Context: an optimization exercise on an open-source flow, tuned for small area, a short achievable clock period and few clock cycles per item. The choices shown serve that exercise and are no tape-out recipe.
RTL that was checked went through simulation tests only; none was proved equivalent to the original.
Power figures rest on the tool's default switching activity, not on a simulated workload.

## pkt_lkp_top
module pkt_lkp_top
(
    input  logic      clk,
    input  logic      rst_i,
    input  logic      b2c_pkt_vld_i,
    input  logic      b2c_pkt_lkp_en_i,
    input  pkt_lkp_pkg::lkp_info_t b2c_pkt_lkp_info_i,
    input  pkt_lkp_pkg::odr_id_t   b2c_pkt_odr_id_i,
    input  logic      b2c_pkt_so_i,
    input  pkt_lkp_pkg::payload_t  b2c_pkt_payload_i,
    output logic      c2b_pkt_rdy_o,
    output logic      c2a_lkp_vld_o,
    output pkt_lkp_pkg::lkp_info_t c2a_lkp_info_o,
    output pkt_lkp_pkg::req_id_t   c2a_lkp_req_id_o,
    input  logic      a2c_lkp_rdy_i,
    input  logic      a2c_lkp_rsp_vld_i,
    input  pkt_lkp_pkg::req_id_t   a2c_lkp_rsp_id_i,
    input  pkt_lkp_pkg::lkp_info_t a2c_lkp_rslt_i,
    output logic      c2d_pkt_vld_o,
    output pkt_lkp_pkg::lkp_info_t c2d_pkt_lkp_rslt_o,
    output pkt_lkp_pkg::odr_id_t   c2d_pkt_odr_id_o,
    output logic      c2d_pkt_so_o,
    output pkt_lkp_pkg::payload_t  c2d_pkt_payload_o,
    input  logic      d2c_pkt_rdy_i
);
export LEC_CHECK = 0
export CAP_MARGIN = 20
export CORE_MARGIN = 2
export CORE_UTILIZATION = 40
export CTS_CLUSTER_DIAMETER = 100
export CTS_CLUSTER_SIZE = 30
export SETUP_SLACK_MARGIN = 2.0
export SLEW_MARGIN = 20
export TNS_END_PERCENT = 100
create_clock -name core_clock -period 4.0 [get_ports {clk}]
standard.sh (not shown) runs the stock make flow with config.mk's settings and CLKGATE_MAP_FILE= SYNTH_SCRIPT=/design/flow/synth_recipe.tcl, a recipe that flattens the netlist after the stock synthesis.
==> flow/flow/run.sh <==
#!/bin/bash
# Standard layout, with plain buffers on the ports and footprint-free resizing.
set -euo pipefail
bash standard.sh MATCH_CELL_FOOTPRINT=0 "BUFFER_PORTS_ARGS=-buffer_cell sky130_fd_sc_hd__buf_1" finish > make_finish.log 2>&1
The baseline completed with no timing, DRC or antenna violations.
Then changed:
--- a/flow/design.v
+++ b/flow/design.v
@@ -50,24 +50,24 @@
     input  logic      a2c_lkp_rdy_i,
     input  logic      a2c_lkp_rsp_vld_i,
     input  pkt_lkp_pkg::req_id_t   a2c_lkp_rsp_id_i,
     input  pkt_lkp_pkg::lkp_info_t a2c_lkp_rslt_i,
     output logic      c2d_pkt_vld_o,
     output pkt_lkp_pkg::lkp_info_t c2d_pkt_lkp_rslt_o,
     output pkt_lkp_pkg::odr_id_t   c2d_pkt_odr_id_o,
     output logic      c2d_pkt_so_o,
     output pkt_lkp_pkg::payload_t  c2d_pkt_payload_o,
     input  logic      d2c_pkt_rdy_i
 );
-    localparam int N      = 5;
-    localparam int IW     = 3;
+    localparam int N      = 3;
+    localparam int IW     = 2;
     localparam int TW     = IW + 1;
     localparam int RW     = pkt_lkp_pkg::LKP_INFO_W;
     localparam int DW     = pkt_lkp_pkg::ODR_ID_W + 1 + pkt_lkp_pkg::PAYLOAD_W;
     logic [IW-1:0] head_q, tail_q, head_inc, tail_inc;
     logic          head_w_q, tail_w_q;
     logic [N-1:0]  tail_oh_q;
     logic [N-1:0]  head_oh_q;
     logic [TW-1:0] head_tag, tail_tag;
     logic          full_q, full_d;
     logic          rdy_q;
     logic          rdy;
What happened:
- final area goes down by 31%
- total power goes down by 28%
- utilization goes up by 0.64 points
- wire length goes down by 37%
- setup slack improves by 0.15 ns
- synthesized area goes down by 31%
- clock power goes down by 28%
- final cell count goes down by 26%
- clock skew goes down by 0.024 ns
- synthesized cell count goes down by 30%
- critical path depth stays the same
- worst hold slack improves by 0.071 ns
- combinational power goes down by 29%
- global-route usage goes down by 1.8 points
No run of this note included a check of the RTL's function; only the layout flow was run.

pkt_lkp_top, a different RTL version from the one above (not shown whole).
Size in the first run: ~350 cells after synthesis, ~91 flip-flops, about 250 I/O pins, roughly 3500 sq um of cells after synthesis.
==> module pkt_lkp_top, before the edit <==
module pkt_lkp_top
(
    input  logic      clk,
    input  logic      rst_i,
    input  logic      b2c_pkt_vld_i,
    input  logic      b2c_pkt_lkp_en_i,
    input  pkt_lkp_pkg::lkp_info_t b2c_pkt_lkp_info_i,
    input  pkt_lkp_pkg::odr_id_t   b2c_pkt_odr_id_i,
    input  logic      b2c_pkt_so_i,
    input  pkt_lkp_pkg::payload_t  b2c_pkt_payload_i,
    output logic      c2b_pkt_rdy_o,
    output logic      c2a_lkp_vld_o,
    output pkt_lkp_pkg::lkp_info_t c2a_lkp_info_o,
    output pkt_lkp_pkg::req_id_t   c2a_lkp_req_id_o,
    input  logic      a2c_lkp_rdy_i,
    input  logic      a2c_lkp_rsp_vld_i,
    input  pkt_lkp_pkg::req_id_t   a2c_lkp_rsp_id_i,
    input  pkt_lkp_pkg::lkp_info_t a2c_lkp_rslt_i,
    output logic      c2d_pkt_vld_o,
    output pkt_lkp_pkg::lkp_info_t c2d_pkt_lkp_rslt_o,
    output pkt_lkp_pkg::odr_id_t   c2d_pkt_odr_id_o,
    output logic      c2d_pkt_so_o,
    output pkt_lkp_pkg::payload_t  c2d_pkt_payload_o,
    input  logic      d2c_pkt_rdy_i
);
    localparam int RW = pkt_lkp_pkg::LKP_INFO_W;
    logic          empty_q;
    logic          req_q;
    logic          full_d, done_d, req_d;
    logic          accept, take_lkp;
    logic [RW-1:0] rslt_d;
    assign c2b_pkt_rdy_o = empty_q;
    assign accept        = b2c_pkt_vld_i && empty_q;
    assign take_lkp      = accept && b2c_pkt_lkp_en_i;
    assign c2a_lkp_vld_o    = req_q;
    assign c2a_lkp_info_o   = c2d_pkt_lkp_rslt_o;
    assign c2a_lkp_req_id_o = '0;
    always_comb
    begin
        req_d = req_q;
        if (take_lkp)
            req_d = 1'b1;
        else if (a2c_lkp_rdy_i)
            req_d = 1'b0;
    end
    always_comb
    begin
        full_d = !empty_q;
        done_d = c2d_pkt_vld_o;
        if (accept)
        begin
            full_d = 1'b1;
            done_d = !b2c_pkt_lkp_en_i;
        end
        else
        begin
            if (c2d_pkt_vld_o && d2c_pkt_rdy_i)
                full_d = 1'b0;
            if (a2c_lkp_rsp_vld_i)
                done_d = 1'b1;
        end
    end
    always_ff @(posedge clk)
    begin
        if (rst_i)
        begin
            empty_q       <= 1'b1;
            c2d_pkt_vld_o <= 1'b0;
            req_q         <= 1'b0;
        end
        else
        begin
            empty_q       <= !full_d;
            c2d_pkt_vld_o <= full_d && done_d;
            req_q         <= req_d;
        end
    end
    assign rslt_d = (b2c_pkt_lkp_info_i & {RW{take_lkp}}) |
                    (a2c_lkp_rslt_i & {RW{a2c_lkp_rsp_vld_i}});
    always_ff @(posedge clk)
    begin
        if (rst_i)
        begin
            {c2d_pkt_odr_id_o, c2d_pkt_so_o, c2d_pkt_payload_o} <= '0;
            c2d_pkt_lkp_rslt_o <= '0;
        end
        else
        begin
            if (empty_q)
                {c2d_pkt_odr_id_o, c2d_pkt_so_o, c2d_pkt_payload_o} <=
                    {b2c_pkt_odr_id_i, b2c_pkt_so_i, b2c_pkt_payload_i};
            if (empty_q || a2c_lkp_rsp_vld_i)
                c2d_pkt_lkp_rslt_o <= rslt_d;
        end
    end
endmodule
==> flow/config.mk <==
export PLATFORM = sky130hd
export DESIGN_NAME = pkt_lkp_top
export DESIGN_NICKNAME = pkt_lkp_top
export VERILOG_FILES = /design/flow/design.v
export SDC_FILE = /design/flow/constraint.sdc
export NUM_CORES = 4
export LEC_CHECK = 0
export CAP_MARGIN = 20
export CORE_MARGIN = 2
export CORE_UTILIZATION = 55
export CTS_CLUSTER_DIAMETER = 100
export CTS_CLUSTER_SIZE = 30
export SETUP_SLACK_MARGIN = 2.2
export SLEW_MARGIN = 20
export TNS_END_PERCENT = 100
==> flow/constraint.sdc <==
create_clock -name core_clock -period 4.0 [get_ports {clk}]
set_input_delay 0.8000 -clock core_clock [delete_from_list [all_inputs] [get_ports {clk}]]
set_output_delay 0.8000 -clock core_clock [all_outputs]
set_load 0.01 [all_outputs]
Scripts as last shown in full above: flow/flow/run.sh
Testbench counts at the start, summed over its fixed seeds: cycles 29,004, items 3,200.
Rerun with:
--- a/flow/design.v
+++ b/flow/design.v
@@ -60,12 +60,11 @@
 );
     localparam int RW = pkt_lkp_pkg::LKP_INFO_W;
-    logic          empty_q;
-    logic          req_q;
-    logic          full_d, done_d, req_d;
-    logic          accept, take_lkp;
-    logic [RW-1:0] rslt_d;
-    assign c2b_pkt_rdy_o = empty_q;
-    assign accept        = b2c_pkt_vld_i && empty_q;
-    assign take_lkp      = accept && b2c_pkt_lkp_en_i;
+    logic empty_q, full_d, done_d;
+    logic req_q, req_d;
+    logic leave;
+    logic accept;
+    assign leave         = c2d_pkt_vld_o && d2c_pkt_rdy_i;
+    assign c2b_pkt_rdy_o = empty_q || leave;
+    assign accept        = b2c_pkt_vld_i && c2b_pkt_rdy_o;
     assign c2a_lkp_vld_o    = req_q;
     assign c2a_lkp_info_o   = c2d_pkt_lkp_rslt_o;
@@ -74,5 +73,5 @@
     begin
         req_d = req_q;
-        if (take_lkp)
+        if (accept && b2c_pkt_lkp_en_i)
             req_d = 1'b1;
         else if (a2c_lkp_rdy_i)
@@ -90,5 +89,5 @@
         else
         begin
-            if (c2d_pkt_vld_o && d2c_pkt_rdy_i)
+            if (leave)
                 full_d = 1'b0;
             if (a2c_lkp_rsp_vld_i)
@@ -111,21 +110,16 @@
         end
     end
-    assign rslt_d = (b2c_pkt_lkp_info_i & {RW{take_lkp}}) |
-                    (a2c_lkp_rslt_i & {RW{a2c_lkp_rsp_vld_i}});
+    logic          take_lkp;
+    logic [RW-1:0] rslt_d;
+    assign take_lkp = accept && b2c_pkt_lkp_en_i;
+    assign rslt_d   = (b2c_pkt_lkp_info_i & {RW{take_lkp}}) |
+                      (a2c_lkp_rslt_i & {RW{a2c_lkp_rsp_vld_i}});
     always_ff @(posedge clk)
     begin
-        if (rst_i)
-        begin
-            {c2d_pkt_odr_id_o, c2d_pkt_so_o, c2d_pkt_payload_o} <= '0;
-            c2d_pkt_lkp_rslt_o <= '0;
-        end
-        else
-        begin
-            if (empty_q)
-                {c2d_pkt_odr_id_o, c2d_pkt_so_o, c2d_pkt_payload_o} <=
-                    {b2c_pkt_odr_id_i, b2c_pkt_so_i, b2c_pkt_payload_i};
-            if (empty_q || a2c_lkp_rsp_vld_i)
-                c2d_pkt_lkp_rslt_o <= rslt_d;
-        end
+        if (accept)
+            {c2d_pkt_odr_id_o, c2d_pkt_so_o, c2d_pkt_payload_o} <=
+                {b2c_pkt_odr_id_i, b2c_pkt_so_i, b2c_pkt_payload_i};
+        if (accept || a2c_lkp_rsp_vld_i)
+            c2d_pkt_lkp_rslt_o <= rslt_d;
     end
 endmodule
Worst hold slack is about the same.
Clock skew grows by 0.0057 ns.
Clock-buffer cell count shrinks by 1.
Area after synthesis shrinks by 7.7%.
Die area shrinks by 7.3%.
Testbench counts after the change, summed over its fixed seeds: cycles 25,812, items 3,200.

[separate check: timing with driven ports]
No port has a modelled driver above. Below, the same layouts with a new extraction and two added sets of constraints. Step 1, drivers: a clkbuf_16 drives clk and a buf_2 each remaining input, both assumed. Step 2 adds t to the input delays and takes it off the output delays; t is the mean of the earliest and latest rising clock arrival at the registers after step 1. Input paths then give back, and output paths get back, about the clock's delay inside the block. a / b / c = no drivers / after step 1 / after step 2; a / b = the first two.
run | t, ns | slack for setup (ns) | slew at the worst register clock pin (ns)
the first run of note 1 | 0.654 | 1.904 / 1.849 / 1.403 | 0.12 / 0.12
the second run of note 1 | 0.572 | 2.055 / 2.006 / 1.598 | 0.12 / 0.12
the first run of note 2 | 0.364 | 2.297 / 2.266 / 1.994 | 0.08 / 0.08
the second run of note 2 | 0.363 | 2.001 / 1.950 / 1.762 | 0.09 / 0.09
After both steps setup and hold are still met in every run listed. For the first run of note 1, which loses most, drivers alone change the setup slack by -0.055 ns; drivers and shift together by -0.501 ns.
